Source: an optimization exercise on an open RTL-to-GDS flow (aim: small area, a short achievable clock period and few clock cycles). Production flows keep margins and buffers that such runs may drop. No functional check of the RTL was part of any run shown here. No activity file was given, so power comes from the tool's default toggle rates.

**flow/design.v**
```verilog
module neuron_state_mem #(
    parameter int DATA_W = 32,
    parameter int DEPTH  = 64,
    parameter int ADDR_W = $clog2(DEPTH)
) (
    input  logic              clk,
    input  logic              reset,
    input  logic              init_start,
    input  logic [DATA_W-1:0] init_value,
    output logic              init_busy,
    output logic              ready,
    input  logic              rd_en,
    input  logic [ADDR_W-1:0] rd_addr,
    output logic [DATA_W-1:0] rd_data,
    output logic              rd_valid,
    input  logic              wr_en,
    input  logic [ADDR_W-1:0] wr_addr,
    input  logic [DATA_W-1:0] wr_data
);
    logic                ready_q;
    logic                busy_q;
    logic [DATA_W-1:0]   init_q;
    logic [DEPTH-1:0]    written_q;
    logic [DATA_W-1:0]   rd_data_q;
    logic                rd_valid_q;
    logic [DATA_W-1:0]   mem [DEPTH];
    logic                keep;
    logic [7:0]          pw_hi_q;          
    logic [7:0]          pw_lo_q;
    logic [DATA_W-1:0]   pw_data_q;
    assign ready     = ready_q;
    assign init_busy = busy_q;
    assign rd_data   = rd_data_q;
    assign rd_valid  = rd_valid_q;
    assign keep = ready_q && !init_start;
    logic              en, bypass, pend_hit, g, use_init;
    logic [3:0]        hw;                     
    logic [3:0]        wq;                     
    logic [DATA_W-1:0] yq [4];                 
    logic [DATA_W-1:0] rd_d;
    assign en     = ready_q && rd_en;
    assign bypass = wr_en && rd_addr == wr_addr;
    assign pend_hit = pw_hi_q[rd_addr[5:3]] && pw_lo_q[rd_addr[2:0]];
    assign g      = en && !bypass && !pend_hit;
    logic [3:0] ws0, ws1;                      
    nsm_dec2 u_wd0 (.a(rd_addr[1:0]), .y(ws0));
    nsm_dec2 u_wd1 (.a(rd_addr[3:2]), .y(ws1));
    for (genvar q = 0; q < 4; q++) begin : g_quarter
        logic [3:0] s0, s1;
        logic [3:0] wl1;
        nsm_dec2 u_d0 (.a(rd_addr[1:0]), .y(s0));
        nsm_dec2 u_d1 (.a(rd_addr[3:2]), .y(s1));
        for (genvar k = 0; k < 4; k++) begin : g_wl1
            nsm_sel4 u_wl1 (.s(ws0), .d(written_q[16*q+4*k+3:16*q+4*k]), .y(wl1[k]));
        end
        nsm_sel4 u_wl2 (.s(ws1), .d(wl1), .y(wq[q]));
        assign hw[q] = g && rd_addr[5:4] == 2'(q) && wq[q];
        for (genvar b = 0; b < DATA_W; b++) begin : g_bit
            logic [3:0] l1;
            for (genvar k = 0; k < 4; k++) begin : g_l1
                nsm_sel4 u_l1 (.s(s0), .d({mem[16*q+4*k+3][b], mem[16*q+4*k+2][b],
                                           mem[16*q+4*k+1][b], mem[16*q+4*k][b]}), .y(l1[k]));
            end
            nsm_sel4 u_l2 (.s(s1), .d(l1), .y(yq[q][b]));
        end
    end
    assign use_init = !wq[rd_addr[5:4]];
    for (genvar b = 0; b < DATA_W; b++) begin : g_bit
        logic e, ie;
        assign e  = (!en && rd_data_q[b]) || (en && bypass && wr_data[b]) ||
                    (en && !bypass && pend_hit && pw_data_q[b]);
        assign ie = g && init_q[b];
        nsm_bitfin u_fin (.y({yq[3][b], yq[2][b], yq[1][b], yq[0][b]}), .hw(hw),
                          .use_init(use_init), .ie(ie), .e(e), .d(rd_d[b]));
    end
    always_ff @(posedge clk or negedge reset) begin
        if (!reset) begin
            ready_q    <= 1'b0;
            busy_q     <= 1'b1;
            rd_data_q  <= '0;
            rd_valid_q <= 1'b0;
        end else begin
            ready_q    <= 1'b1;
            busy_q     <= 1'b0;
            rd_valid_q <= en;
            rd_data_q  <= rd_d;
        end
    end
    always_ff @(posedge clk) begin
        if (!ready_q || init_start) init_q <= init_value;
        for (int i = 0; i < DEPTH; i++)
            written_q[i] <= keep && (written_q[i] || (wr_en && wr_addr == ADDR_W'(i)));
    end
    always_ff @(posedge clk) begin
        for (int j = 0; j < 8; j++) begin
            pw_hi_q[j] <= keep && wr_en && wr_addr[5:3] == 3'(j);
            pw_lo_q[j] <= wr_addr[2:0] == 3'(j);
        end
        pw_data_q <= wr_data;
        for (int i = 0; i < DEPTH; i++)
            if (pw_hi_q[i/8] && pw_lo_q[i%8]) mem[i] <= pw_data_q;
    end
endmodule
module nsm_dec2 (
    input  logic [1:0] a,
    output logic [3:0] y
);
    always_comb for (int q = 0; q < 4; q++) y[q] = a == 2'(q);
endmodule
module nsm_sel4 (
    input  logic [3:0] s,
    input  logic [3:0] d,
    output logic       y
);
    assign y = (s[0] && d[0]) || (s[1] && d[1]) || (s[2] && d[2]) || (s[3] && d[3]);
endmodule
module nsm_bitfin (
    input  logic [3:0] y,
    input  logic [3:0] hw,
    input  logic       use_init,
    input  logic       ie,
    input  logic       e,
    output logic       d
);
    assign d = (hw[0] && y[0]) || (hw[1] && y[1]) || (hw[2] && y[2]) || (hw[3] && y[3]) ||
               (use_init && ie) || e;
endmodule
```
**flow/flow/run.sh**
```bash
#!/bin/bash
# Standard layout, with the port buffers made from plain buffers instead of delay cells.
set -euo pipefail
export BUFFER_PORTS_ARGS="-buffer_cell sky130_fd_sc_hd__buf_4"
bash standard.sh finish > standard_finish.log 2>&1
```
**flow/standard.sh**
```bash
#!/bin/bash
# synth_recipe.tcl (not shown) runs the flow's synth.tcl, then flattens the netlist and writes it again
# the make line also repeats each setting of config.mk as NAME=value (left out here)
make -C /OpenROAD-flow-scripts/flow DESIGN_CONFIG=/design/flow/config.mk WORK_HOME=/design/flow/orfs CLKGATE_MAP_FILE= SYNTH_SCRIPT=/design/flow/synth_recipe.tcl "${@:-finish}"
```
**flow/config.mk**
```make
export PLATFORM = sky130hd
export DESIGN_NAME = neuron_state_mem
export DESIGN_NICKNAME = neuron_state_mem
export VERILOG_FILES = /design/flow/design.v
export SDC_FILE = /design/flow/constraint.sdc
export NUM_CORES = 4
export LEC_CHECK = 0
export CAP_MARGIN = 20
export CORE_MARGIN = 2
export CORE_UTILIZATION = 55
export CTS_CLUSTER_DIAMETER = 120
export CTS_CLUSTER_SIZE = 26
export SETUP_SLACK_MARGIN = 2.4
export SLEW_MARGIN = 20
export SYNTH_HIERARCHICAL = 1
export TNS_END_PERCENT = 5
```
**flow/constraint.sdc**
```tcl
create_clock -name core_clock -period 4.5 [get_ports {clk}]
set_input_delay 0.9000 -clock core_clock [delete_from_list [all_inputs] [get_ports {clk}]]
set_output_delay 0.9000 -clock core_clock [all_outputs]
set_load 0.01 [all_outputs]
```
==> results.txt, run 1 <==
outcome timing/DRC/antenna clean; Skew-Pair Late Insertion Delay between 0.7 and 0.8 ns; CTS Buf Count 95; RSZ-0062 raised after global routing yes; crit path DAT 3.11 ns; most frequent CP cell buf_6; number of synthesized register bits approximately 2,200; main flop type after synthesis edfxtp_1; Compound-Gate Fraction of Synth Area 0.138; Syn Area/Cell approximately 17 um2; GRT Total Usage 0.321; fraction of layout cells with a size suffix above 1 0.147; Worst Setup End Kind flip-flop; fmax ~400 MHz; post-synthesis cell type count 41; Die Wd 389 um; Post-Syn Nets ~4,900; HP Class input port to asynchronous set/reset pin; Post-synth EDFFs ~2,100; CTS Hold Bufs 0; xor and xnor area share after synthesis 0.000645; Ports roughly 120; ranking of synthesized cells by area edfxtp_1, a22oi_1, nand2_1, dfxtp_1, dfrtp_1; Setup TNS 0 ns; Initial Utilization 0.553; yosys warns 11; worst-path fanout max 17; H-tree levels 3; top cell type's share of synthesized area 0.766; post-synthesis mux area share 0.00132; max_cap viols 0; Clock transition at path regs ~0.10 ns; DP HPWL 137,000 um; drt first pass iters 6; Worst IR Drop VDD 0.356 mV; routed vias/inst between 6 and 7; CP cell instances bufbuf_16 > nor2_1 > a22oi_1 > o211a_4 > buf_6 > and2_4 > nor4_4 > buf_6 > buf_12 > a22oi_2 > nand3_1; area share of fa/ha/maj cells after synthesis 0; clk sinks 2,227; count leader, synth edfxtp_1; max-slew violation count 0; cell count after synthesis ~4,800; Clock Skew approximately 0.039 ns; CTS tree done; Area growth syn-to-layout 12.1%; final instance area between 0.09 and 0.1 mm2; Pwr Density roughly 400 mW/mm2; Synth area leader edfxtp_1; critical path launch point type input port; worst path required time just over 5 ns; row cnt 141; area of placed instances about 0.087 mm2; Post-synth ARST share 0.0157; CP Class input port to flip-flop; largest family of logic cells by synthesized area compound AO/OA/AOI/OAI gates; largest net degree at the start of global routing roughly 100; Final period util 0.553; Final Setup Violations 0; drt initial violations about 7,000; Worst slew margin 0.229; core area 0.147 mm2; vias post-DR slightly below 50,000; synth cell count leaders edfxtp_1, a22oi_1, nand2_1; grt ovf 0; DRC violations left 0; Slew @ Worst Pin around 1.2 ns; crit path max-delay cell type a22oi_2; first-pass GRT wire length around 340,000 um; minimum clock period 2.49 ns; Simple-Gate Fraction of Synth Area 0.0528; Seq/Total Area, Yosys 0.805; Hold Vio Cnt, Final 0; vias in the first global route ~46,000; CP max stage delay approximately 0.54 ns; WL/cell approximately 34 um; Static Leakage 0.0303 uW; initial antenna violation count 10; Final #Nets ~5,300; Die Ht 389 um; routability cong. around 0.95; clk buf depth 3; Die Area 0.151 mm2; final wirelength 246,000 um; CTS root buffer clkbuf_16; antenna viol nets, final 0; Synth Cell Area just over 0.08 mm2; I/O Buffers between 100 and 150
repair_timing:
item,4_1_cts,5_1_grt
pin swaps,29,24
gates cloned,24,2
buffers inserted,32,23
gates resized for setup,187,65
setup endpoints to repair,837,80
placed cells by master (no fill, tap or decap), types with 6 or more instances in the layout:
master,synthesis,routed
a21oi_2,0,10
nor2b_2,0,6
dfxtp_4,0,11
and2_4,0,18
buf_6,1,23
and2b_4,0,8
a21oi_1,96,81
clkbuf_16,0,101
nand3_1,34,34
and2_2,11,60
a221o_1,30,30
nor2b_1,17,7
nand2_2,0,26
edfxtp_1,2080,2080
dfrtp_2,0,15
nor2_4,0,6
nor2b_4,0,7
clkbuf_1,32,67
dfxtp_1,112,64
nor2_1,80,71
dfrtp_1,34,19
nand2_1,667,639
dfxtp_2,0,37
a22oi_2,0,70
and2b_2,10,6
and2_1,104,40
and3_1,34,34
buf_16,0,14
buf_4,0,281
a22oi_1,1385,1315
buf_12,0,39
routing by layer:
layer | wire length, um | vias to the layer above | track usage | share of wire
li1 | - | 20500 | - | -
met1 | 101000 | 25300 | 0.478 | 0.41
met2 | 112000 | 2600 | 0.481 | 0.45
met3 | 24600 | 336 | 0.0627 | 0.10
met4 | 8550 | 6 | 0.101 | 0.035
met5 | 48 | - | 0 | 0.00020
cell families after synthesis:
family	Yosys count
compound gates	1516
simple gates	984
xor+xnor	6
flops	2227
mux	7
buf+inv	42
other cells	2
through the flow:
stage | hold slack [ns] | utilization | total power [uW] | instances | setup WS (ns)
floorplan | 0.437 | - | 24400 | 4784 | 1.39
global placement | 0.449 | 0.587 | 25600 | 6969 | 0.515
detailed placement | 0.458 | 0.587 | 25700 | 6971 | 0.542
CTS | 0.0832 | 0.616 | 35800 | 7197 | 2.08
global route | 0.109 | 0.619 | 36600 | 7224 | 2.05
finish | 0.102 | 0.619 | 35800 | 7224 | 2.01
registers in the layout (all words and copies together), names as in the netlist:
name	count
written_q	64
mem	2048
init_q	32
pw_hi_q	8
pw_data_q	32
busy_q	1
pw_lo_q	8
rd_valid_q	1
ready_q	1
rd_data_q	32
final timing paths:
kind | endpoint | slack, ns | start | depth (start not counted)
hold / removal | rd_data_q[15] | 0.10 | reset | 1
hold reg to reg | written_q[61] | 0.49 | written_q[61] | 2
min in group core_clock | pw_data_q[2] | 0.24 | wr_data[2] | 1
setup reg to reg | rd_data_q[10] | 2.04 | pw_lo_q[7] | 7
setup / recovery | rd_data_q[10] | 2.01 | rd_addr[1] | 11
max in group asynchronous | rd_data_q[19] | 3.96 | reset | 1
Yosys stat by module (local to each module, per instance):
module / area (um2) / cells / times used
neuron_state_mem: 68000 / 2636 / 1
nsm_dec2: 26.3 / 4 / 10
nsm_bitfin: 25.0 / 4 / 32
nsm_sel4: 18.8 / 3 / 660
report_power, final:
group	internal (uW)	switching (uW)
clock network	4180	6180
logic	765	1710
registers	22700	269
layout make-up:
type                    instances  area, um2
clock inverters                 4       37.5
well taps                    1930       2410
repair buffers                367       3790
fillers                     10800      56200
clock buffers                 166       2730
multi-input cells            2525      16600
diodes                          1       2.50
flip-flops and latches       2227      65700
inverters                       4       20.0
critical path, delay by kind of cell:
kind | cells | cell delay [ns]
compound gates | 3 | 0.99
buf+inv | 4 | 0.76
simple gates | 4 | 0.43
==> inputs of run 2 (changes only) <==
--- a/flow/design.v
+++ b/flow/design.v
@@ -34,7 +34,6 @@
     assign rd_valid  = rd_valid_q;
     assign keep = ready_q && !init_start;
     logic              en, bypass, pend_hit, g, use_init;
-    logic [3:0]        hw;                     
     logic [3:0]        wq;                     
     logic [DATA_W-1:0] yq [4];                 
     logic [DATA_W-1:0] rd_d;
@@ -42,19 +41,31 @@
     assign bypass = wr_en && rd_addr == wr_addr;
     assign pend_hit = pw_hi_q[rd_addr[5:3]] && pw_lo_q[rd_addr[2:0]];
     assign g      = en && !bypass && !pend_hit;
+    logic [3:0] s0, s1;                        
     logic [3:0] ws0, ws1;                      
+    logic [3:0] hq;                            
+    logic [1:0][3:0] hw2;                      
+    always_comb begin
+        for (int q = 0; q < 4; q++) begin
+            s0[q] = rd_addr[1:0] == 2'(q);
+            s1[q] = rd_addr[3:2] == 2'(q);
+            hq[q] = rd_addr[5:4] == 2'(q);
+        end
+    end
     nsm_dec2 u_wd0 (.a(rd_addr[1:0]), .y(ws0));
     nsm_dec2 u_wd1 (.a(rd_addr[3:2]), .y(ws1));
-    for (genvar q = 0; q < 4; q++) begin : g_quarter
-        logic [3:0] s0, s1;
+    for (genvar q = 0; q < 4; q++) begin : g_wq
         logic [3:0] wl1;
-        nsm_dec2 u_d0 (.a(rd_addr[1:0]), .y(s0));
-        nsm_dec2 u_d1 (.a(rd_addr[3:2]), .y(s1));
         for (genvar k = 0; k < 4; k++) begin : g_wl1
             nsm_sel4 u_wl1 (.s(ws0), .d(written_q[16*q+4*k+3:16*q+4*k]), .y(wl1[k]));
         end
         nsm_sel4 u_wl2 (.s(ws1), .d(wl1), .y(wq[q]));
-        assign hw[q] = g && rd_addr[5:4] == 2'(q) && wq[q];
+        for (genvar c = 0; c < 2; c++) begin : g_hw
+            nsm_and3 u_hw (.a(g), .b(hq[q]), .c(wq[q]), .x(hw2[c][q]));
+        end
+    end
+    assign use_init = !(|(hq & wq));
+    for (genvar q = 0; q < 4; q++) begin : g_quarter
         for (genvar b = 0; b < DATA_W; b++) begin : g_bit
             logic [3:0] l1;
             for (genvar k = 0; k < 4; k++) begin : g_l1
@@ -64,13 +75,12 @@
             nsm_sel4 u_l2 (.s(s1), .d(l1), .y(yq[q][b]));
         end
     end
-    assign use_init = !wq[rd_addr[5:4]];
     for (genvar b = 0; b < DATA_W; b++) begin : g_bit
         logic e, ie;
         assign e  = (!en && rd_data_q[b]) || (en && bypass && wr_data[b]) ||
                     (en && !bypass && pend_hit && pw_data_q[b]);
         assign ie = g && init_q[b];
-        nsm_bitfin u_fin (.y({yq[3][b], yq[2][b], yq[1][b], yq[0][b]}), .hw(hw),
+        nsm_bitfin u_fin (.y({yq[3][b], yq[2][b], yq[1][b], yq[0][b]}), .hw(hw2[b/16]),
                           .use_init(use_init), .ie(ie), .e(e), .d(rd_d[b]));
     end
     always_ff @(posedge clk or negedge reset) begin
@@ -107,6 +117,9 @@
 );
     always_comb for (int q = 0; q < 4; q++) y[q] = a == 2'(q);
 endmodule
+module nsm_and3 (input logic a, b, c, output logic x);
+    assign x = a && b && c;
+endmodule
 module nsm_sel4 (
     input  logic [3:0] s,
     input  logic [3:0] d,
==> results.txt, run 2 <==
post-synthesis cell type count 39 (was 41); number of flip-flops under the largest register name 2,048 (unchanged); drt first pass iters 6 (unchanged); Synth Cell Area 0.0817 mm2 (was 0.0815 mm2); Static Leakage 0.0298 uW (was 0.0303 uW); Setup TNS 0 ns (unchanged); crit path DAT 1.51 ns (was 3.11 ns); DRC violations left 0 (unchanged); first-pass GRT wire length 343,000 um (was 344,000 um); minimum clock period 2.41 ns (was 2.49 ns); vias in the first global route 46,100 (was 45,600); Final Worst Setup Slack 2.09 ns (was 2.01 ns); cell count after synthesis 4,827 (was 4,784); Area growth syn-to-layout 11.0% (was 12.1%); I/O Buffers 115 (unchanged); Die Area 0.152 mm2 (was 0.151 mm2); WL/cell 33.9 um (was 34.1 um); Clock Skew 0.0324 ns (was 0.0387 ns); Slew @ Worst Pin 1.13 ns (was 1.16 ns); Largest regs mem (2048), written_q (64) (unchanged); CP cell instances buf_6 (was bufbuf_16 > nor2_1 > a22oi_1 > o211a_4 > buf_6 > and2_4 > nor4_4 > buf_6 > buf_12 > a22oi_2 > nand3_1); Ports 116 (unchanged); clk sinks 2,227 (unchanged); count leader, synth edfxtp_1 (unchanged); Post-synth ARST share 0.0157 (unchanged); crit path max-delay cell type dfstp_2 (was a22oi_2); top cell type's share of synthesized area 0.765 (was 0.766); Seq/Total Area, Yosys 0.803 (was 0.805); worst slack, placed 0.677 ns (was 0.542 ns); Post-synth EDFFs 2,080 (unchanged); worst-path fanout max 1 (was 17); CTS root buffer clkbuf_16 (unchanged); Die Ht 389 um (about the same); Worst Setup End Kind output pin (was flip-flop); Worst slew margin 0.246 (was 0.229); grt ovf 0 (unchanged); initial antenna violation count 7 (was 10); ranking of synthesized cells by area edfxtp_1, a22oi_1, nand2_1, dfxtp_1, dfrtp_1 (unchanged); Worst path top cell family by delay flip-flops (was compound AO/OA/AOI/OAI gates); fraction of layout cells with a size suffix above 1 0.138 (was 0.147); max-slew violation count 0 (unchanged); Buf/Inv on CP 1 (was 4); final wirelength 243,000 um (was 246,000 um); Clock transition at path regs 0.11 ns (was 0.10 ns); Skew-Pair Late Insertion Delay 0.76 ns (was 0.77 ns); routed vias/inst 6.77 (was 6.76); Util after Layout 0.614 (was 0.619); synth cell count leaders edfxtp_1, a22oi_1, nand2_1 (unchanged); drt initial violations 5,980 (was 6,980); row cnt 141 (unchanged); outcome timing/DRC/antenna clean (unchanged); antenna viol nets, final 0 (unchanged); CP Class flip-flop to output pin (was input port to flip-flop); Post-Syn Nets 4,908 (was 4,865); largest net degree at the start of global routing 99 (was 101); Hold Vio Cnt, Final 0 (unchanged); HP Class input port to asynchronous set/reset pin (unchanged); routability cong. 0.902 (was 0.948); H-tree levels 3 (unchanged); core area 0.148 mm2 (was 0.147 mm2); Pwr Density 392 mW/mm2 (about the same); Syn Area/Cell 16.9 um2 (was 17.0 um2); Final Setup Violations 0 (unchanged); Final #Nets 5,276 (was 5,301); CTS Buf Count 95 (unchanged); CTS tree done (unchanged); fmax 414 MHz (was 402 MHz); CTS Hold Bufs 0 (unchanged); vias post-DR 48,500 (was 48,800); clk buf depth 3 (unchanged); Synth area leader edfxtp_1 (unchanged); Final period util 0.536 (was 0.553); critical path launch point type flip-flop (was input port); Die Wd 389 um (about the same); Initial Utilization 0.553 (about the same); yosys warns 11 (unchanged); commonest non-fill, non-tap cells in the layout edfxtp_1, a22oi_1, nand2_1 (unchanged); commonest non-fill, non-tap cell in the layout edfxtp_1 (unchanged); RSZ-0062 raised after global routing yes (unchanged); GRT Total Usage 0.318 (was 0.321); DP HPWL 134,000 um (was 137,000 um); number of synthesized register bits 2,227 (unchanged); main flop type after synthesis edfxtp_1 (unchanged); max_cap viols 0 (unchanged); Biggest register mem (unchanged); Worst IR Drop VDD 0.293 mV (was 0.356 mV); CP max stage delay 0.63 ns (was 0.54 ns); worst path required time 3.60 ns (was 5.13 ns)
## run 2: repair_timing
action	4_1_cts	5_1_grt
endpoints found under the setup margin	458	102
gates cloned	13	0
buffers inserted	40	2
pin swaps	29	15
resized for setup	214	26
## run 2: where the power goes
group / internal (uW) / switching [uW] / total [uW]
combinational: 716 / 1700 / 2410
clock: 4050 / 6100 / 10100
sequential: 22700 / 239 / 22900
total: 27500 / 8040 / 35500
## run 2: cell families after synthesis
| kind of cell | count (synthesis) | share of synthesized area |
|---|---|---|
| buffers and inverters | 79 | 0.00412 |
| XOR/XNOR | 6 | 0.000644 |
| multiplexers | 7 | 0.00162 |
| AO/OA/AOI/OAI | 1546 | 0.141 |
| AND/OR/NAND/NOR | 960 | 0.0501 |
| other | 2 | 0.0000919 |
| flip-flops | 2227 | 0.803 |
## run 2: path summary, 6_finish.rpt
path | from | end | slack (ns) | depth (start not counted)
worst min register to register | written_q[27] | written_q[27] | 0.48 | 2
worst max register to register | pw_lo_q[6] | rd_data_q[10] | 2.17 | 8
worst min-delay path | reset | rd_valid_q | 0.13 | 1
worst max-delay path | busy_q | init_busy | 2.09 | 1
max in group asynchronous | reset | rd_data_q[23] | 3.90 | 1
min in group core_clock | wr_data[5] | pw_data_q[5] | 0.26 | 1
## run 2: layout make-up
type | instances | area (um2)
flip-flops and latches | 2227 | 65700
fillers | 11000 | 57000
multi-input cells | 2525 | 16600
repair buffers | 312 | 3170
clock buffers | 135 | 2590
well taps | 1930 | 2410
inverters | 34 | 136
clock inverters | 4 | 45.0
diodes | 2 | 5.00
## run 2: through the flow
step	power [uW]	cells	hold slack (ns)	instance area, um2
6_report	35500	7169	0.133	90600
5_1_grt	36400	7167	0.149	90600
4_1_cts	35500	7164	0.114	90500
3_5_place_dp	25600	6972	0.455	86400
3_3_place_gp	25600	6972	0.449	86400
2_1_floorplan	24500	4827	0.437	81700
## run 2: layer usage
metal,wire length [um],part of all wire,global-route usage,vias up
met2,113000,0.47,0.491,2468
met3,24600,0.10,0.0680,327
met1,97200,0.40,0.455,25200
met4,8160,0.034,0.106,0
met5,0,0,0,-
li1,-,-,-,20500
## run 2: Yosys stat by module, one instance, submodules excluded
module	cell area, um2	flops+latches	cells inside	times used
nsm_and3	6.26	0	1	8
neuron_state_mem	68400	2227	2703	1
nsm_dec2	26.3	0	4	2
nsm_sel4	18.8	0	3	660
nsm_bitfin	25.0	0	4	32
==> inputs of run 3 (changes only) <==
--- a/flow/design.v
+++ b/flow/design.v
@@ -34,6 +34,8 @@
     assign rd_valid  = rd_valid_q;
     assign keep = ready_q && !init_start;
     logic              en, bypass, pend_hit, g, use_init;
+    logic [3:0]        hw;                     
+    logic              gu;                     
     logic [3:0]        wq;                     
     logic [DATA_W-1:0] yq [4];                 
     logic [DATA_W-1:0] rd_d;
@@ -42,29 +44,16 @@
     assign pend_hit = pw_hi_q[rd_addr[5:3]] && pw_lo_q[rd_addr[2:0]];
     assign g      = en && !bypass && !pend_hit;
     logic [3:0] s0, s1;                        
-    logic [3:0] ws0, ws1;                      
-    logic [3:0] hq;                            
-    logic [1:0][3:0] hw2;                      
     always_comb begin
         for (int q = 0; q < 4; q++) begin
             s0[q] = rd_addr[1:0] == 2'(q);
             s1[q] = rd_addr[3:2] == 2'(q);
-            hq[q] = rd_addr[5:4] == 2'(q);
+            wq[q] = written_q[{2'(q), rd_addr[3:0]}];
+            hw[q] = rd_addr[5:4] == 2'(q) && wq[q];
         end
+        use_init = !wq[rd_addr[5:4]];
+        gu       = g && use_init;
     end
-    nsm_dec2 u_wd0 (.a(rd_addr[1:0]), .y(ws0));
-    nsm_dec2 u_wd1 (.a(rd_addr[3:2]), .y(ws1));
-    for (genvar q = 0; q < 4; q++) begin : g_wq
-        logic [3:0] wl1;
-        for (genvar k = 0; k < 4; k++) begin : g_wl1
-            nsm_sel4 u_wl1 (.s(ws0), .d(written_q[16*q+4*k+3:16*q+4*k]), .y(wl1[k]));
-        end
-        nsm_sel4 u_wl2 (.s(ws1), .d(wl1), .y(wq[q]));
-        for (genvar c = 0; c < 2; c++) begin : g_hw
-            nsm_and3 u_hw (.a(g), .b(hq[q]), .c(wq[q]), .x(hw2[c][q]));
-        end
-    end
-    assign use_init = !(|(hq & wq));
     for (genvar q = 0; q < 4; q++) begin : g_quarter
         for (genvar b = 0; b < DATA_W; b++) begin : g_bit
             logic [3:0] l1;
@@ -76,12 +65,11 @@
         end
     end
     for (genvar b = 0; b < DATA_W; b++) begin : g_bit
-        logic e, ie;
-        assign e  = (!en && rd_data_q[b]) || (en && bypass && wr_data[b]) ||
-                    (en && !bypass && pend_hit && pw_data_q[b]);
-        assign ie = g && init_q[b];
-        nsm_bitfin u_fin (.y({yq[3][b], yq[2][b], yq[1][b], yq[0][b]}), .hw(hw2[b/16]),
-                          .use_init(use_init), .ie(ie), .e(e), .d(rd_d[b]));
+        logic e2;
+        assign e2 = (!en && rd_data_q[b]) || (en && bypass && wr_data[b]) ||
+                    (en && !bypass && pend_hit && pw_data_q[b]) || (gu && init_q[b]);
+        nsm_bitfin u_fin (.y({yq[3][b], yq[2][b], yq[1][b], yq[0][b]}), .hw(hw), .g(g),
+                          .e2(e2), .d(rd_d[b]));
     end
     always_ff @(posedge clk or negedge reset) begin
         if (!reset) begin
@@ -111,15 +99,6 @@
             if (pw_hi_q[i/8] && pw_lo_q[i%8]) mem[i] <= pw_data_q;
     end
 endmodule
-module nsm_dec2 (
-    input  logic [1:0] a,
-    output logic [3:0] y
-);
-    always_comb for (int q = 0; q < 4; q++) y[q] = a == 2'(q);
-endmodule
-module nsm_and3 (input logic a, b, c, output logic x);
-    assign x = a && b && c;
-endmodule
 module nsm_sel4 (
     input  logic [3:0] s,
     input  logic [3:0] d,
@@ -130,11 +109,9 @@
 module nsm_bitfin (
     input  logic [3:0] y,
     input  logic [3:0] hw,
-    input  logic       use_init,
-    input  logic       ie,
-    input  logic       e,
+    input  logic       g,
+    input  logic       e2,
     output logic       d
 );
-    assign d = (hw[0] && y[0]) || (hw[1] && y[1]) || (hw[2] && y[2]) || (hw[3] && y[3]) ||
-               (use_init && ie) || e;
+    assign d = (g && (|(hw & y))) || e2;
 endmodule
==> results.txt, run 3 <==
outcome timing/DRC/antenna clean (unchanged); max-slew violation count 0 (unchanged); DRC violations left 0 (unchanged); worst path required time 5.15 ns (was 3.60 ns); Syn Area/Cell 17.1 um2 (was 16.9 um2); drt initial violations 6,979 (was 5,980); number of synthesized register bits 2,227 (unchanged); synth cell count leaders edfxtp_1, a22oi_1, nand2_1 (unchanged); Final period util 0.583 (was 0.536); number of flip-flops under the largest register name 2,048 (unchanged); Slew @ Worst Pin 1.19 ns (was 1.13 ns); Final #Nets 5,339 (was 5,276); Non-Filler Instances 7,267 (was 7,169); core area 0.148 mm2 (unchanged); placed cells 6,986 (was 6,972); crit path DAT 3.27 ns (was 1.51 ns); Static Leakage 0.0310 uW (was 0.0298 uW); Worst IR Drop VDD 0.355 mV (was 0.293 mV); Worst Setup End Kind flip-flop (was output pin); routability cong. 0.890 (was 0.902); Area growth syn-to-layout 13.5% (was 11.0%); Post-Syn Nets 4,875 (was 4,908); post-synthesis cell type count 52 (was 39); commonest non-fill, non-tap cell in the layout edfxtp_1 (unchanged); Pwr Density 387 mW/mm2 (was 392 mW/mm2); H-tree levels 3 (unchanged); Largest regs mem (2048), written_q (64) (unchanged); largest net degree at the start of global routing 93 (was 99); CTS tree done (unchanged); Seq/Total Area, Yosys 0.802 (was 0.803); Post-synth EDFFs 2,080 (unchanged); Die Wd 390 um (was 389 um); initial antenna violation count 6 (was 7); drt first pass iters 6 (unchanged); Final Setup Violations 0 (unchanged); CP max stage delay 0.29 ns (was 0.63 ns); CP Class input port to flip-flop (was flip-flop to output pin); worst-path fanout max 77 (was 1); Post-synth ARST share 0.0157 (unchanged); Biggest register mem (unchanged); RSZ-0062 raised after global routing yes (unchanged); fmax 381 MHz (was 414 MHz); ranking of synthesized cells by area edfxtp_1, a22oi_1, nand2_1, dfxtp_1, dfrtp_1 (unchanged); Initial Utilization 0.554 (was 0.553); yosys warns 10 (was 11); max_cap viols 0 (unchanged); vias in the first global route 46,300 (was 46,100); Die Ht 390 um (was 389 um); I/O Buffers 115 (unchanged); most frequent CP cell a22oi_1; clk sinks 2,227 (unchanged); GRT Total Usage 0.327 (was 0.318); Skew-Pair Late Insertion Delay 0.76 ns (about the same); crit path max-delay cell type a22oi_1 (was dfstp_2); cell count after synthesis 4,794 (was 4,827); CTS Buf Count 95 (unchanged); first-pass GRT wire length 351,000 um (was 343,000 um); Hold Vio Cnt, Final 0 (unchanged); Ports 116 (unchanged); fraction of layout cells with a size suffix above 1 0.173 (was 0.138); final hold slack 0.190 ns (was 0.133 ns); count leader, synth edfxtp_1 (unchanged); row cnt 141 (unchanged); HP Class input port to asynchronous set/reset pin (unchanged); Worst slew margin 0.208 (was 0.246); CTS root buffer clkbuf_16 (unchanged); DP HPWL 130,000 um (was 134,000 um); commonest non-fill, non-tap cells in the layout edfxtp_1, a22oi_1, nand2_1 (unchanged); antenna viol nets, final 0 (unchanged); vias post-DR 49,300 (was 48,500); top cell type's share of synthesized area 0.764 (was 0.765); Clock transition at path regs 0.11 ns (about the same); grt ovf 0 (unchanged); minimum clock period 2.62 ns (was 2.41 ns); final wirelength 255,000 um (was 243,000 um); critical path launch point type input port (was flip-flop); routed vias/inst 6.78 (was 6.77); clk buf depth 3 (unchanged); Synth area leader edfxtp_1 (unchanged); Die Area 0.152 mm2 (about the same); CP cell instances buf_16 > buf_8 > and2_4 > buf_4 > buf_4 > buf_12 > a22oi_1 > nand2_1 > a22oi_1 > nand2_2 > a22oi_1 > nand2_1 > a21o_1 (was buf_6); Synth Cell Area 0.0818 mm2 (was 0.0817 mm2); main flop type after synthesis edfxtp_1 (unchanged); WL/cell 35.0 um (was 33.9 um); Clock Skew 0.0215 ns (was 0.0324 ns)
-- run 3: cell types whose count changed after synthesis, sizes merged, moves of 9 or more --
| cell | before | now |
|---|---|---|
| a221oi | 0 | 32 |
| a21oi | 96 | 64 |
| mux2i | 2 | 11 |
| nor3b | 39 | 7 |
| mux2 | 0 | 14 |
| a22oi | 1384 | 1348 |
| nand3 | 33 | 2 |
| nand2 | 665 | 714 |
| a21o | 1 | 32 |
| a31oi | 32 | 1 |
| inv | 34 | 4 |
-- run 3: report_power, final --
part,internal (uW),leakage [uW],total (uW),switching [uW]
logic,933,0.00962,2720,1780
registers,22700,0.0200,22900,196
clock network,4110,0.00130,10300,6170
-- run 3: path summary, 6_finish.rpt --
kind	from	endpoint	slack (ns)	cells after the start
worst max-delay path	rd_addr[1]	rd_data_q[4]	1.88	13
worst min-delay path	reset	rd_valid_q	0.19	1
worst max register to register	pw_lo_q[4]	rd_data_q[2]	1.95	8
worst min register to register	written_q[11]	written_q[11]	0.47	2
max in group asynchronous	reset	rd_data_q[23]	3.70	1
min in group core_clock	wr_data[28]	pw_data_q[28]	0.26	1
-- run 3: kinds of logic after synthesis --
family	after synthesis	synth area share
buf+inv	54	0.00355
other cells	2	0.0000918
flops	2227	0.802
xor+xnor	6	0.000643
mux	32	0.00520
compound gates	1527	0.140
simple gates	946	0.0481
-- run 3: per-layer routing --
metal / vias to the layer above / GRT usage / share of wire
li1: 20600 / - / -
met1: 25500 / 0.479 / 0.40
met2: 2724 / 0.505 / 0.47
met3: 358 / 0.0595 / 0.10
met4: 2 / 0.0982 / 0.032
met5: - / 0 / 0.000039
-- run 3: worst max-delay path: cells and delay by family --
family	cells	cell delay, ns
AOI/OAI and AO/OA	4	0.96
buffers and inverters	5	0.68
and+or+nand+nor	4	0.54
-- run 3: per-module statistics from Yosys (local to each module, per instance) --
module	times used	area [um2]	flip-flops and latches	cells
neuron_state_mem	1	68900	2227	2746
nsm_bitfin	32	26.3	0	4
nsm_sel4	640	18.8	0	3
-- run 3: stage by stage --
step	util	setup WS [ns]	TNS (ns)	total power [uW]	cell area (um2)
2_1_floorplan	-	-4.32	-137.85	24600	81800
3_3_place_gp	0.588	0.470	0	25600	86900
3_5_place_dp	0.588	0.515	0	25600	86900
4_1_cts	0.620	1.96	0	35800	91500
5_1_grt	0.629	1.85	0	36800	92800
6_report	0.629	1.88	0	35900	92800
-- run 3: cell type report --
class                           count  area [um2]
Antenna cell                        1        2.50
Multi-Input combinational cell   2515       17100
Clock inverter                      5        53.8
Tap cell                         1930        2410
Fill cell                       10700       54800
Clock buffer                      170        2680
Sequential cell                  2227       65600
Timing Repair Buffer              415        4860
Inverter                            4        18.8
-- run 3: timing repair --
item                                   4_1_cts  5_1_grt
endpoints found under the hold margin        0        0
pin swaps                                   40       81
hold buffers                                 0        0
gates cloned                                31       21
buffers inserted                            29       24
setup endpoints to repair                  606      671
gates resized for setup                    183      160
==> inputs of run 4 (changes only) <==
--- a/flow/design.v
+++ b/flow/design.v
@@ -33,42 +33,42 @@
     assign rd_data   = rd_data_q;
     assign rd_valid  = rd_valid_q;
     assign keep = ready_q && !init_start;
-    logic              en, bypass, pend_hit, g, use_init;
-    logic [3:0]        hw;                     
-    logic              gu;                     
-    logic [3:0]        wq;                     
-    logic [DATA_W-1:0] yq [4];                 
+    logic              en, bypass, pend_hit, g;
+    logic [7:0]        hs_f;                   
+    logic [7:0]        wo;                     
+    logic [3:0]        gu;                     
+    logic [DATA_W-1:0] yo [8];                 
     logic [DATA_W-1:0] rd_d;
     assign en     = ready_q && rd_en;
     assign bypass = wr_en && rd_addr == wr_addr;
     assign pend_hit = pw_hi_q[rd_addr[5:3]] && pw_lo_q[rd_addr[2:0]];
     assign g      = en && !bypass && !pend_hit;
-    logic [3:0] s0, s1;                        
-    always_comb begin
-        for (int q = 0; q < 4; q++) begin
-            s0[q] = rd_addr[1:0] == 2'(q);
-            s1[q] = rd_addr[3:2] == 2'(q);
-            wq[q] = written_q[{2'(q), rd_addr[3:0]}];
-            hw[q] = rd_addr[5:4] == 2'(q) && wq[q];
+    logic [7:0] ws, hs;                        
+    nsm_dec3 u_wd (.a(rd_addr[2:0]), .y(ws));
+    nsm_dec3 u_hd (.a(rd_addr[5:3]), .y(hs));
+    nsm_dec3 u_hf (.a(rd_addr[5:3]), .y(hs_f));
+    for (genvar o = 0; o < 8; o++) begin : g_eighth
+        logic [7:0] s, sw;
+        nsm_dec3 u_d (.a(rd_addr[2:0]), .y(s));
+        nsm_and2 u_sw [7:0] (.a(s), .b(written_q[8*o+7:8*o]), .x(sw));
+        nsm_sel8 u_w (.s(ws), .d(written_q[8*o+7:8*o]), .y(wo[o]));
+        for (genvar b = 0; b < DATA_W; b++) begin : g_bit
+            nsm_sel8 u_l1 (.s(sw), .d({mem[8*o+7][b], mem[8*o+6][b], mem[8*o+5][b], mem[8*o+4][b],
+                                       mem[8*o+3][b], mem[8*o+2][b], mem[8*o+1][b], mem[8*o][b]}),
+                           .y(yo[o][b]));
         end
-        use_init = !wq[rd_addr[5:4]];
-        gu       = g && use_init;
     end
-    for (genvar q = 0; q < 4; q++) begin : g_quarter
-        for (genvar b = 0; b < DATA_W; b++) begin : g_bit
-            logic [3:0] l1;
-            for (genvar k = 0; k < 4; k++) begin : g_l1
-                nsm_sel4 u_l1 (.s(s0), .d({mem[16*q+4*k+3][b], mem[16*q+4*k+2][b],
-                                           mem[16*q+4*k+1][b], mem[16*q+4*k][b]}), .y(l1[k]));
-            end
-            nsm_sel4 u_l2 (.s(s1), .d(l1), .y(yq[q][b]));
-        end
+    for (genvar c = 0; c < 4; c++) begin : g_ui
+        logic any_w;
+        nsm_sel8 u_ui (.s(hs), .d(wo), .y(any_w));
+        assign gu[c] = g && !any_w;
     end
     for (genvar b = 0; b < DATA_W; b++) begin : g_bit
         logic e2;
         assign e2 = (!en && rd_data_q[b]) || (en && bypass && wr_data[b]) ||
-                    (en && !bypass && pend_hit && pw_data_q[b]) || (gu && init_q[b]);
-        nsm_bitfin u_fin (.y({yq[3][b], yq[2][b], yq[1][b], yq[0][b]}), .hw(hw), .g(g),
+                    (en && !bypass && pend_hit && pw_data_q[b]) || (gu[b/8] && init_q[b]);
+        nsm_bitfin u_fin (.y({yo[7][b], yo[6][b], yo[5][b], yo[4][b],
+                              yo[3][b], yo[2][b], yo[1][b], yo[0][b]}), .h(hs_f), .g(g),
                           .e2(e2), .d(rd_d[b]));
     end
     always_ff @(posedge clk or negedge reset) begin
@@ -99,19 +99,28 @@
             if (pw_hi_q[i/8] && pw_lo_q[i%8]) mem[i] <= pw_data_q;
     end
 endmodule
-module nsm_sel4 (
-    input  logic [3:0] s,
-    input  logic [3:0] d,
+module nsm_and2 (input logic a, b, output logic x);
+    assign x = a && b;
+endmodule
+module nsm_dec3 (
+    input  logic [2:0] a,
+    output logic [7:0] y
+);
+    always_comb for (int j = 0; j < 8; j++) y[j] = a == 3'(j);
+endmodule
+module nsm_sel8 (
+    input  logic [7:0] s,
+    input  logic [7:0] d,
     output logic       y
 );
-    assign y = (s[0] && d[0]) || (s[1] && d[1]) || (s[2] && d[2]) || (s[3] && d[3]);
+    assign y = |(s & d);
 endmodule
 module nsm_bitfin (
-    input  logic [3:0] y,
-    input  logic [3:0] hw,
+    input  logic [7:0] y,
+    input  logic [7:0] h,
     input  logic       g,
     input  logic       e2,
     output logic       d
 );
-    assign d = (g && (|(hw & y))) || e2;
+    assign d = (g && (|(h & y))) || e2;
 endmodule
==> results.txt, run 4 <==
outcome timing/DRC/antenna clean (unchanged); Worst slew margin 0.221 (was 0.208); critical path launch point type input port (unchanged); worst flop-to-flop path endpoint rd_data_q[3] (was rd_data_q[2]); post-synthesis mux area share 0.00155 (was 0.00520); Slew @ Worst Pin 1.17 ns (was 1.19 ns); CTS tree done (unchanged); HP Class input port to asynchronous set/reset pin (unchanged); stages on the worst setup path 7 (was 13); largest family of logic cells by synthesized area compound AO/OA/AOI/OAI gates (unchanged); Seq/Total Area, Yosys 0.815 (was 0.802); row cnt 140 (was 141); drt initial violations 7,744 (was 6,979); Clk pwr share 0.297 (was 0.286); antenna viol nets, final 0 (unchanged); Buf/Inv on CP 1 (was 5); GRT Total Usage 0.343 (was 0.327); worst path required time 5.18 ns (was 5.15 ns); Worst IR Drop VDD 0.347 mV (was 0.355 mV); Compound-Gate Fraction of Synth Area 0.128 (was 0.140); DRC violations left 0 (unchanged); vias in the first global route 45,100 (was 46,300); H-tree levels 3 (unchanged); drt first pass iters 8 (was 6); worst-path fanout max 19 (was 77); Post-Syn Nets 4,413 (was 4,875); sequential power share 0.673 (was 0.638); Syn Area/Cell 18.6 um2 (was 17.1 um2); Clock transition at path regs 0.10 ns (was 0.11 ns); r2r startpoint pw_hi_q[2] (was pw_lo_q[4]); final wirelength 260,000 um (was 255,000 um); Simple-Gate Fraction of Synth Area 0.0498 (was 0.0481); Final period util 0.566 (was 0.583); minimum clock period 2.55 ns (was 2.62 ns); fillers 10,300 (was 10,700); final hold slack 0.193 ns (was 0.190 ns); initial antenna violation count 32 (was 6); Clock Skew 0.0359 ns (was 0.0215 ns); fmax 393 MHz (was 381 MHz); CTS root buffer clkbuf_16 (unchanged); first-pass GRT wire length 360,000 um (was 351,000 um); commonest non-fill, non-tap cell in the layout edfxtp_1 (unchanged); Synth Cell Area 0.0805 mm2 (was 0.0818 mm2); count leader, synth edfxtp_1 (unchanged); Synth area leader edfxtp_1 (unchanged); Die Wd 387 um (was 390 um); CTS Hold Bufs 0 (unchanged); switching power 7040 uW (was 8150 uW); CTS Buf Count 95 (unchanged); fraction of layout cells with a size suffix above 1 0.185 (was 0.173); grt ovf 0 (unchanged); RSZ-0062 raised after global routing yes (unchanged); routed vias/inst 7.06 (was 6.78); max-slew violation count 0 (unchanged); R2R Setup Slk 1.97 ns (was 1.95 ns); largest net degree at the start of global routing 66 (was 93); CP max stage delay 0.66 ns (was 0.29 ns); top cell type's share of synthesized area 0.776 (was 0.764); I/O Buffers 115 (unchanged); CP Class input port to flip-flop (unchanged); Post-synth ARST share 0.0157 (unchanged); Static Leakage 0.0284 uW (was 0.0310 uW); clk buf depth 3 (unchanged); Area growth syn-to-layout 13.3% (was 13.5%); Biggest register mem (unchanged); area share of fa/ha/maj cells after synthesis 0 (unchanged); Power Internal 27,000 uW (was 27,700 uW); max_cap viols 0 (unchanged); yosys warns 11 (was 10); Worst Setup End Kind flip-flop (unchanged); main flop type after synthesis edfxtp_1 (unchanged); Largest regs mem (2048), written_q (64) (unchanged); ranking of synthesized cells by area edfxtp_1, a22oi_1, dfxtp_1, nand4_1, and2_1 (was edfxtp_1, a22oi_1, nand2_1, dfxtp_1, dfrtp_1); Worst path top cell family by delay multiplexers (was compound AO/OA/AOI/OAI gates); Switching Share 0.207 (was 0.227); crit path DAT 3.23 ns (was 3.27 ns); Initial Utilization 0.554 (about the same); Die Ht 387 um (was 390 um); clk sinks 2,227 (unchanged); post-synthesis cell type count 49 (was 52); WL/cell 38.0 um (was 35.0 um); CP cell instances buf_4 > mux4_1 > mux2i_2 > or2_4 > nand3b_4 > o221ai_4 > a21o_1 (was buf_16 > buf_8 > and2_4 > buf_4 > buf_4 > buf_12 > a22oi_1 > nand2_1 > a22oi_1 > nand2_2 > a22oi_1 > nand2_1 > a21o_1); Skew-Pair Late Insertion Delay 0.75 ns (was 0.76 ns); number of synthesized register bits 2,227 (unchanged); number of flip-flops under the largest register name 2,048 (unchanged); Ports 116 (unchanged); cell count after synthesis 4,332 (was 4,794); Gate power share 0.029 (was 0.076); routability cong. 0.995 (was 0.890); commonest non-fill, non-tap cells in the layout edfxtp_1, a22oi_1, buf_4 (was edfxtp_1, a22oi_1, nand2_1); Setup TNS 0 ns (unchanged); Pwr Density 374 mW/mm2 (was 387 mW/mm2); Worst Reg-to-Reg Cells 6 (was 8); core area 0.145 mm2 (was 0.148 mm2); synth cell count leaders edfxtp_1, a22oi_1, nand4_1 (was edfxtp_1, a22oi_1, nand2_1); DP HPWL 149,000 um (was 130,000 um); Final Setup Violations 0 (unchanged); Die Area 0.149 mm2 (was 0.152 mm2); crit path max-delay cell type mux4_1 (was a22oi_1); Hold Vio Cnt, Final 0 (unchanged); Final #Nets 4,956 (was 5,339); Util after Layout 0.627 (was 0.629); Post-synth EDFFs 2,080 (unchanged); vias post-DR 48,300 (was 49,300); xor and xnor area share after synthesis 0.000653 (was 0.000643)
==> run 4: cell count changes after synthesis, sizes merged, moves of 39 or more <==
cell,previous run,this run
nor2,108,68
and2,74,137
o22ai,39,0
a22oi,1348,1232
nand2,714,4
inv,4,65
nand4,1,300
==> run 4: power groups by stage <==
| stage | Clock, uW | Sequential [uW] | Combinational, uW |
|---|---|---|---|
| floorplan | 0 | 23400 | 228 |
| global placement | 0 | 23400 | 821 |
| detailed placement | 0 | 23400 | 835 |
| CTS | 10200 | 22900 | 946 |
| global route | 10800 | 23000 | 1010 |
| finish | 10100 | 22900 | 989 |
==> run 4: metal layers <==
layer | wire length, um | track usage
met1 | 101000 | 0.505
met2 | 114000 | 0.499
met3 | 34100 | 0.0878
met4 | 10700 | 0.121
met5 | 169 | 0
==> run 4: how the worst max path moves through the flow <==
stage / start / slack (ns) / to
floorplan: rd_addr[3] / 2.02 / rd_data_q[0]
global placement: rd_addr[2] / 0.25 / rd_data_q[3]
detailed placement: rd_addr[1] / 0.25 / rd_data_q[3]
CTS: ready_q / 2.07 / ready
global route: rd_addr[1] / 2.01 / rd_data_q[30]
finish: rd_addr[3] / 1.95 / rd_data_q[3]
==> run 4: final cells by class <==
class | count | area, um2 | share of cell area
Sequential cell | 2227 | 65600 | 0.720
Multi-Input combinational cell | 2020 | 15300 | 0.168
Timing Repair Buffer | 466 | 4950 | 0.0543
Clock buffer | 142 | 2570 | 0.0282
Tap cell | 1917 | 2400 | 0.0263
Inverter | 65 | 244 | 0.00268
Clock inverter | 5 | 53.8 | 0.000590
Antenna cell | 6 | 15.0 | 0.000165
==> run 4: logic make-up (layout without fill, tap and decap cells) <==
group | count (synthesis) | after routing
other | 2 | 8
DFF | 2227 | 2227
and+or+nand+nor | 633 | 645
AOI/OAI and AO/OA | 1361 | 1361
xor gates and xnor gates | 6 | 6
buffers and inverters | 97 | 678
muxes | 6 | 6
==> run 4: worst register-to-register path, stage by stage, from the launching register on <==
cell,delay [ns]
dfxtp_1,0.47
mux4_1,0.61
mux2i_2,0.30
or2_4,0.27
nand3b_4,0.20
o221ai_4,0.47
a21o_1,0.14
==> run 4: timing repair <==
item,CTS,global route
resized for setup,267,32
setup endpoints to repair,75,73
pin swaps,91,26
buffers inserted,77,7
cloned,36,6
==> run 4: Yosys stat by module, one instance, submodules excluded <==
module / area, um2 / flops+latches / copies in the design
nsm_dec3: 65.1 / 0 / 11
nsm_bitfin: 48.8 / 0 / 32
nsm_sel8: 36.3 / 0 / 268
nsm_and2: 6.26 / 0 / 64
neuron_state_mem: 68100 / 2227 / 1
==> run 4: through the flow <==
step / total power, uW / cell area, um2 / worst slack (ns) / std cells
floorplan: 23600 / 80500 / 2.02 / 4332
global placement: 24200 / 85700 / 0.252 / 6566
finish: 34100 / 91200 / 1.95 / 6848
detailed placement: 24200 / 85700 / 0.247 / 6567
CTS: 34000 / 90800 / 2.07 / 6827
global route: 34800 / 91200 / 2.01 / 6843
==> inputs of run 5 (changes only) <==
--- a/flow/design.v
+++ b/flow/design.v
@@ -34,9 +34,9 @@
     assign rd_valid  = rd_valid_q;
     assign keep = ready_q && !init_start;
     logic              en, bypass, pend_hit, g;
-    logic [7:0]        hs_f;                   
+    logic [7:0]        hw;                     
     logic [7:0]        wo;                     
-    logic [3:0]        gu;                     
+    logic [3:0]        ui;                     
     logic [DATA_W-1:0] yo [8];                 
     logic [DATA_W-1:0] rd_d;
     assign en     = ready_q && rd_en;
@@ -46,12 +46,12 @@
     logic [7:0] ws, hs;                        
     nsm_dec3 u_wd (.a(rd_addr[2:0]), .y(ws));
     nsm_dec3 u_hd (.a(rd_addr[5:3]), .y(hs));
-    nsm_dec3 u_hf (.a(rd_addr[5:3]), .y(hs_f));
     for (genvar o = 0; o < 8; o++) begin : g_eighth
         logic [7:0] s, sw;
         nsm_dec3 u_d (.a(rd_addr[2:0]), .y(s));
         nsm_and2 u_sw [7:0] (.a(s), .b(written_q[8*o+7:8*o]), .x(sw));
         nsm_sel8 u_w (.s(ws), .d(written_q[8*o+7:8*o]), .y(wo[o]));
+        assign hw[o] = g && rd_addr[5:3] == 3'(o);
         for (genvar b = 0; b < DATA_W; b++) begin : g_bit
             nsm_sel8 u_l1 (.s(sw), .d({mem[8*o+7][b], mem[8*o+6][b], mem[8*o+5][b], mem[8*o+4][b],
                                        mem[8*o+3][b], mem[8*o+2][b], mem[8*o+1][b], mem[8*o][b]}),
@@ -61,15 +61,15 @@
     for (genvar c = 0; c < 4; c++) begin : g_ui
         logic any_w;
         nsm_sel8 u_ui (.s(hs), .d(wo), .y(any_w));
-        assign gu[c] = g && !any_w;
+        assign ui[c] = g && !any_w;
     end
     for (genvar b = 0; b < DATA_W; b++) begin : g_bit
-        logic e2;
-        assign e2 = (!en && rd_data_q[b]) || (en && bypass && wr_data[b]) ||
-                    (en && !bypass && pend_hit && pw_data_q[b]) || (gu[b/8] && init_q[b]);
+        logic e;
+        assign e  = (!en && rd_data_q[b]) || (en && bypass && wr_data[b]) ||
+                    (en && !bypass && pend_hit && pw_data_q[b]);
         nsm_bitfin u_fin (.y({yo[7][b], yo[6][b], yo[5][b], yo[4][b],
-                              yo[3][b], yo[2][b], yo[1][b], yo[0][b]}), .h(hs_f), .g(g),
-                          .e2(e2), .d(rd_d[b]));
+                              yo[3][b], yo[2][b], yo[1][b], yo[0][b]}), .hw(hw),
+                          .use_init(ui[b/8]), .ie(init_q[b]), .e(e), .d(rd_d[b]));
     end
     always_ff @(posedge clk or negedge reset) begin
         if (!reset) begin
@@ -117,10 +117,11 @@
 endmodule
 module nsm_bitfin (
     input  logic [7:0] y,
-    input  logic [7:0] h,
-    input  logic       g,
-    input  logic       e2,
+    input  logic [7:0] hw,
+    input  logic       use_init,
+    input  logic       ie,
+    input  logic       e,
     output logic       d
 );
-    assign d = (g && (|(h & y))) || e2;
+    assign d = (|(hw & y)) || (use_init && ie) || e;
 endmodule
==> results.txt, run 5 <==
outcome timing/DRC/antenna clean (unchanged); Clock Skew 0.0472 ns (was 0.0359 ns); Final Worst Setup Slack 1.85 ns (was 1.95 ns); vias post-DR 47,800 (was 48,300); fmax 377 MHz (was 393 MHz); Static Leakage 0.0274 uW (was 0.0284 uW); initial antenna violation count 23 (was 32); yosys warns 11 (unchanged); max_cap viols 0 (unchanged); Post-Syn Nets 4,367 (was 4,413); clk sinks 2,227 (unchanged); H-tree levels 3 (unchanged); I/O Buffers 115 (unchanged); first-pass GRT wire length 356,000 um (was 360,000 um); routed vias/inst 7.18 (was 7.06); Die Area 0.149 mm2 (about the same); Worst IR Drop VDD 0.289 mV (was 0.347 mV); clk buf depth 3 (unchanged); RSZ-0062 raised after global routing yes (unchanged); worst path required time 5.10 ns (was 5.18 ns); count leader, synth edfxtp_1 (unchanged); Worst Setup End Kind flip-flop (unchanged); CP Class flip-flop to flip-flop (was input port to flip-flop); Seq/Total Area, Yosys 0.817 (was 0.815); fillers 10,400 (was 10,300); post-synthesis cell type count 42 (was 49); synth cell count leaders edfxtp_1, a22oi_1, nand4_1 (unchanged); Non-Filler Instances 6,665 (was 6,848); Slew @ Worst Pin 1.14 ns (was 1.17 ns); top cell type's share of synthesized area 0.778 (was 0.776); Setup TNS 0 ns (unchanged); commonest non-fill, non-tap cell in the layout edfxtp_1 (unchanged); Clock transition at path regs 0.12 ns (was 0.10 ns); Ports 116 (unchanged); minimum clock period 2.65 ns (was 2.55 ns); core area 0.145 mm2 (about the same); number of synthesized register bits 2,227 (unchanged); routability cong. 0.973 (was 0.995); Synth area leader edfxtp_1 (unchanged); Die Ht 386 um (was 387 um); Area growth syn-to-layout 11.7% (was 13.3%); fraction of layout cells with a size suffix above 1 0.156 (was 0.185); Worst slew margin 0.241 (was 0.221); antenna viol nets, final 0 (unchanged); worst slack, placed 0.390 ns (was 0.247 ns); R2R Setup Slk 1.85 ns (was 1.97 ns); HP Class input port to asynchronous set/reset pin (unchanged); Hold Vio Cnt, Final 0 (unchanged); Post-synth EDFFs 2,080 (unchanged); Largest regs mem (2048), written_q (64) (unchanged); Final #Nets 4,773 (was 4,956); critical path launch point type flip-flop (was input port); Initial Utilization 0.553 (was 0.554); Skew-Pair Late Insertion Delay 0.78 ns (was 0.75 ns); Biggest register mem (unchanged); cell count after synthesis 4,286 (was 4,332); final total power 34,300 uW (was 34,100 uW); number of flip-flops under the largest register name 2,048 (unchanged); DP HPWL 151,000 um (was 149,000 um); drt first pass iters 8 (unchanged); commonest non-fill, non-tap cells in the layout edfxtp_1, a22oi_1, nand4_1 (was edfxtp_1, a22oi_1, buf_4); crit path DAT 3.25 ns (was 3.23 ns); placed cells 6,450 (was 6,567); ranking of synthesized cells by area edfxtp_1, a22oi_1, dfxtp_1, nand4_1, and2_1 (unchanged); Final Setup Violations 0 (unchanged); largest net degree at the start of global routing 77 (was 66); WL/cell 39.7 um (was 38.0 um); row cnt 140 (unchanged); drt initial violations 7,791 (was 7,744); Syn Area/Cell 18.7 um2 (was 18.6 um2); max-slew violation count 0 (unchanged); CTS tree done (unchanged); main flop type after synthesis edfxtp_1 (unchanged); CTS Hold Bufs 0 (unchanged); CTS Buf Count 95 (unchanged); final wirelength 264,000 um (was 260,000 um); DRC violations left 0 (unchanged); CTS root buffer clkbuf_16 (unchanged); vias in the first global route 43,100 (was 45,100); Pwr Density 383 mW/mm2 (was 374 mW/mm2); GRT Total Usage 0.349 (was 0.343); grt ovf 0 (unchanged); Die Wd 386 um (was 387 um); Post-synth ARST share 0.0157 (unchanged); Synth Cell Area 0.0802 mm2 (was 0.0805 mm2); worst-path fanout max 8 (was 19); Final period util 0.589 (was 0.566)
run 5: changes by cell type in the layout (fill, tap and decap cells not counted), moves of 30 or more:
cell,change
buf_4,-81
a22oi_2,-76
inv_1,-64
a21o_1,-32
a221o_1,+32
and3_1,+32
a22o_1,+30
o221ai_1,-30
run 5: worst paths after layout:
path / startpoint / to / depth (start not counted)
max in group asynchronous: reset / rd_data_q[5] / 1
min reg2reg: written_q[0] / written_q[0] / 2
min: reset / rd_data_q[29] / 1
max reg2reg: pw_hi_q[7] / rd_data_q[5] / 9
min in group core_clock: wr_data[16] / pw_data_q[16] / 1
max: pw_hi_q[7] / rd_data_q[5] / 9
run 5: cell families (layout without fill, tap and decap cells):
group	count (synthesis)	count (layout)	share of synthesized area
muxes	6	6	0.00109
buffers and inverters	38	493	0.00245
AOI/OAI and AO/OA	1332	1332	0.126
other	2	7	0.0000936
DFF	2227	2227	0.817
xor gates and xnor gates	6	6	0.000655
and+or+nand+nor	675	677	0.0521
run 5: report_power, final:
part | leakage, uW | internal [uW] | switching (uW)
combinational | 0.00600 | 311 | 833
sequential | 0.0201 | 22700 | 232
clock | 0.00129 | 4110 | 6140
total | 0.0274 | 27100 | 7210
run 5: modules after synthesis, one instance, submodules excluded:
module / cells / times used
neuron_state_mem: 2610 / 1
nsm_bitfin: 6 / 32
nsm_sel8: 5 / 268
nsm_and2: 1 / 64
nsm_dec3: 8 / 10
run 5: through the flow:
stage          hold WS [ns]  instance area (um2)  utilization
2_1_floorplan         0.451                80300            -
3_3_place_gp          0.471                84900        0.585
3_5_place_dp          0.477                84900        0.585
4_1_cts               0.144                89200        0.614
5_1_grt               0.175                89600        0.617
6_report              0.146                89600        0.617
run 5: area by class of cell:
class / instances / area, um2 / area share
clock buffers: 144 / 2650 / 0.0295
diodes: 5 / 12.5 / 0.000140
repair buffers: 344 / 3550 / 0.0396
well taps: 1917 / 2400 / 0.0268
flip-flops and latches: 2227 / 65600 / 0.732
clock inverters: 4 / 35.0 / 0.000391
multi-input cells: 2023 / 15300 / 0.171
inverters: 1 / 7.51 / 0.0000838
run 5: what timing repair did:
item                                   CTS  global route
endpoints found under the hold margin    0             0
pin swaps                               35            22
gates cloned                            16             9
setup endpoints to repair              102           104
buffers inserted                        31             6
resized for setup                      199            47
run 5: worst max-delay path, stage by stage (launching register included):
cell	delay [ns]
dfxtp_4	0.36
mux4_2	0.49
nor2b_4	0.16
nor3_4	0.06
buf_6	0.13
and4b_4	0.27
buf_12	0.17
a221o_1	0.33
a21oi_4	0.35
nand4_1	0.14
run 5: per-layer routing:
layer  routed length (um)  global-route usage
met4                11100               0.126
met1               104000               0.519
met2               114000               0.494
met5                   92                   0
met3                35800               0.101
==> inputs of run 6 (changes only) <==
--- a/flow/design.v
+++ b/flow/design.v
@@ -33,43 +33,37 @@
     assign rd_data   = rd_data_q;
     assign rd_valid  = rd_valid_q;
     assign keep = ready_q && !init_start;
-    logic              en, bypass, pend_hit, g;
+    logic              en, bypass, pend_hit, g, use_init;
     logic [7:0]        hw;                     
     logic [7:0]        wo;                     
-    logic [3:0]        ui;                     
     logic [DATA_W-1:0] yo [8];                 
     logic [DATA_W-1:0] rd_d;
     assign en     = ready_q && rd_en;
     assign bypass = wr_en && rd_addr == wr_addr;
     assign pend_hit = pw_hi_q[rd_addr[5:3]] && pw_lo_q[rd_addr[2:0]];
     assign g      = en && !bypass && !pend_hit;
-    logic [7:0] ws, hs;                        
+    logic [7:0] ws;                            
     nsm_dec3 u_wd (.a(rd_addr[2:0]), .y(ws));
-    nsm_dec3 u_hd (.a(rd_addr[5:3]), .y(hs));
     for (genvar o = 0; o < 8; o++) begin : g_eighth
-        logic [7:0] s, sw;
+        logic [7:0] s;
         nsm_dec3 u_d (.a(rd_addr[2:0]), .y(s));
-        nsm_and2 u_sw [7:0] (.a(s), .b(written_q[8*o+7:8*o]), .x(sw));
         nsm_sel8 u_w (.s(ws), .d(written_q[8*o+7:8*o]), .y(wo[o]));
-        assign hw[o] = g && rd_addr[5:3] == 3'(o);
+        assign hw[o] = g && rd_addr[5:3] == 3'(o) && wo[o];
         for (genvar b = 0; b < DATA_W; b++) begin : g_bit
-            nsm_sel8 u_l1 (.s(sw), .d({mem[8*o+7][b], mem[8*o+6][b], mem[8*o+5][b], mem[8*o+4][b],
-                                       mem[8*o+3][b], mem[8*o+2][b], mem[8*o+1][b], mem[8*o][b]}),
+            nsm_sel8 u_l1 (.s(s), .d({mem[8*o+7][b], mem[8*o+6][b], mem[8*o+5][b], mem[8*o+4][b],
+                                      mem[8*o+3][b], mem[8*o+2][b], mem[8*o+1][b], mem[8*o][b]}),
                            .y(yo[o][b]));
         end
     end
-    for (genvar c = 0; c < 4; c++) begin : g_ui
-        logic any_w;
-        nsm_sel8 u_ui (.s(hs), .d(wo), .y(any_w));
-        assign ui[c] = g && !any_w;
-    end
+    assign use_init = !wo[rd_addr[5:3]];
     for (genvar b = 0; b < DATA_W; b++) begin : g_bit
-        logic e;
+        logic e, ie;
         assign e  = (!en && rd_data_q[b]) || (en && bypass && wr_data[b]) ||
                     (en && !bypass && pend_hit && pw_data_q[b]);
+        assign ie = g && init_q[b];
         nsm_bitfin u_fin (.y({yo[7][b], yo[6][b], yo[5][b], yo[4][b],
                               yo[3][b], yo[2][b], yo[1][b], yo[0][b]}), .hw(hw),
-                          .use_init(ui[b/8]), .ie(init_q[b]), .e(e), .d(rd_d[b]));
+                          .use_init(use_init), .ie(ie), .e(e), .d(rd_d[b]));
     end
     always_ff @(posedge clk or negedge reset) begin
         if (!reset) begin
@@ -99,9 +93,6 @@
             if (pw_hi_q[i/8] && pw_lo_q[i%8]) mem[i] <= pw_data_q;
     end
 endmodule
-module nsm_and2 (input logic a, b, output logic x);
-    assign x = a && b;
-endmodule
 module nsm_dec3 (
     input  logic [2:0] a,
     output logic [7:0] y
==> results.txt, run 6 <==
main flop type after synthesis edfxtp_1 (unchanged); ranking of synthesized cells by area edfxtp_1, a22oi_1, dfxtp_1, nand4_1, dfrtp_1 (was edfxtp_1, a22oi_1, dfxtp_1, nand4_1, and2_1); DRC violations left 0 (unchanged); post-synthesis cell type count 40 (was 42); fmax 378 MHz (was 377 MHz); clk sinks 2,227 (unchanged); drt initial violations 7,725 (was 7,791); initial antenna violation count 24 (was 23); Clk pwr share 0.290 (was 0.299); CTS Buf Count 95 (unchanged); vias in the first global route 42,400 (was 43,100); Setup TNS 0 ns (unchanged); Compound-Gate Fraction of Synth Area 0.128 (was 0.126); crit path DAT 3.24 ns (was 3.25 ns); area share of fa/ha/maj cells after synthesis 0 (unchanged); met2 routed WL 110,000 um (was 114,000 um); Post-synth EDFFs 2,080 (unchanged); post-synthesis mux area share 0.00206 (was 0.00109); Final Setup Violations 0 (unchanged); minimum clock period 2.65 ns (about the same); routability cong. 0.876 (was 0.973); worst-path fanout max 16 (was 8); max_cap viols 0 (unchanged); wl on met1 104,000 um (about the same); worst path required time 5.09 ns (was 5.10 ns); yosys warns 11 (unchanged); Area growth syn-to-layout 11.5% (was 11.7%); Worst slew margin 0.213 (was 0.241); Post-Syn Nets 4,375 (was 4,367); fraction of layout cells with a size suffix above 1 0.158 (was 0.156); Seq/Total Area, Yosys 0.817 (about the same); CP cell instances buf_16 > and3b_2 > a22oi_2 > nand4_1 > nand3_2 > nor3_4 > buf_12 > buf_12 > a22o_4 > a221oi_4 > nand4_1 (was mux4_2 > nor2b_4 > nor3_4 > buf_6 > and4b_4 > buf_12 > a221o_1 > a21oi_4 > nand4_1); Non-Filler Instances 6,651 (was 6,665); Synth area leader edfxtp_1 (unchanged); Synth Cell Area 0.0802 mm2 (about the same); xor and xnor area share after synthesis 0.000655 (about the same); placed cells 6,399 (was 6,450); CTS root buffer clkbuf_16 (unchanged); CTS tree done (unchanged); Ports 116 (unchanged); outcome timing/DRC/antenna clean (unchanged); Hold Vio Cnt, Final 0 (unchanged); Worst IR Drop VDD 0.317 mV (was 0.289 mV); number of flip-flops under the largest register name 2,048 (unchanged); count leader, synth edfxtp_1 (unchanged); antenna viol nets, final 0 (unchanged); Largest regs mem (2048), written_q (64) (unchanged); commonest non-fill, non-tap cells in the layout edfxtp_1, a22oi_1, nand4_1 (unchanged); Simple-Gate Fraction of Synth Area 0.0476 (was 0.0521); Static Leakage 0.0270 uW (was 0.0274 uW); drt first pass iters 6 (was 8); Die Wd 386 um (about the same); Slew @ Worst Pin 1.18 ns (was 1.14 ns); Biggest register mem (unchanged); switching power 7890 uW (was 7210 uW); Pwr Density 395 mW/mm2 (was 383 mW/mm2); grt ovf 0 (unchanged); Switching Share 0.224 (was 0.210); sequential power share 0.649 (was 0.668); cell count after synthesis 4,294 (was 4,286); Syn Area/Cell 18.7 um2 (about the same); final wirelength 253,000 um (was 264,000 um); final hold slack 0.158 ns (was 0.146 ns); CP max stage delay 0.40 ns (was 0.49 ns); Die Ht 386 um (about the same); GRT Total Usage 0.334 (was 0.349); RSZ-0062 raised after global routing yes (unchanged); max-slew violation count 0 (unchanged); vias post-DR 47,100 (was 47,800); DP HPWL 140,000 um (was 151,000 um); Clock Skew 0.0435 ns (was 0.0472 ns)
[run 6: final timing paths]
| kind | slack, ns | startpoint | to | depth (start not counted) |
|---|---|---|---|---|
| min | 0.16 | reset | rd_valid_q | 1 |
| min in group core_clock | 0.27 | wr_data[4] | pw_data_q[4] | 1 |
| min reg2reg | 0.48 | written_q[53] | written_q[53] | 2 |
| max | 1.85 | rd_addr[1] | rd_data_q[28] | 11 |
| max reg2reg | 1.92 | pw_lo_q[4] | rd_data_q[17] | 12 |
| max in group asynchronous | 3.80 | reset | ready_q | 1 |
[run 6: final cells by class]
cell class,instances,area [um2]
clock buffers,174,2720
well taps,1917,2400
clock inverters,1,11.3
fillers,10500,55800
multi-input cells,1989,15600
inverters,33,124
diodes,15,37.5
repair buffers,295,2950
flip-flops and latches,2227,65600
[run 6: kinds of logic (layout without fill, tap and decap cells)]
logic type / Yosys count / in the layout
AOI/OAI and AO/OA: 1346 / 1346
xor gates and xnor gates: 6 / 6
buffers and inverters: 80 / 503
DFF: 2227 / 2227
muxes: 9 / 9
other: 2 / 17
and+or+nand+nor: 624 / 626
[run 6: routing by layer]
layer | track usage | vias to the layer above
li1 | - | 19200
met1 | 0.524 | 24700
met2 | 0.478 | 2955
met3 | 0.0741 | 278
met4 | 0.0772 | 6
met5 | 0 | -
[run 6: what timing repair did]
item / CTS / global route
setup endpoints to repair: 67 / 537
gates resized for setup: 182 / 52
pin swaps: 38 / 33
hold buffers: 0 / 0
buffers inserted: 23 / 21
cloned: 12 / 6
[run 6: power groups by stage]
stage | clock network (uW) | registers, uW | logic [uW]
global placement | 0 | 23300 | 1940
finish | 10300 | 22900 | 2150
CTS | 10300 | 22900 | 2060
detailed placement | 0 | 23400 | 1950
global route | 11000 | 22900 | 2210
floorplan | 0 | 23400 | 741
[run 6: modules after synthesis (local to each module, per instance)]
module | flip-flops and latches | cells inside | copies in the design | cell area, um2
nsm_sel8 | 0 | 5 | 264 | 36.3
nsm_bitfin | 0 | 6 | 32 | 50.0
neuron_state_mem | 2227 | 2710 | 1 | 68500
nsm_dec3 | 0 | 8 | 9 | 65.1
[run 6: stage by stage]
stage / utilization / total power [uW] / setup WS [ns]
after CTS: 0.612 / 35300 / 2.00
after global routing: 0.616 / 36100 / 1.88
final: 0.616 / 35300 / 1.85
after detailed placement: 0.583 / 25300 / 0.301
after global placement: 0.583 / 25300 / 0.336
after floorplan: - / 24100 / 0.852

Setup slack of run 6, layout unchanged: 1.853 ns with ideal ports, 1.504 ns with driving cells assumed (clock clkbuf_16, inputs buf_2), 0.683 ns with port delays also shifted by the 0.821 ns mid clock arrival.
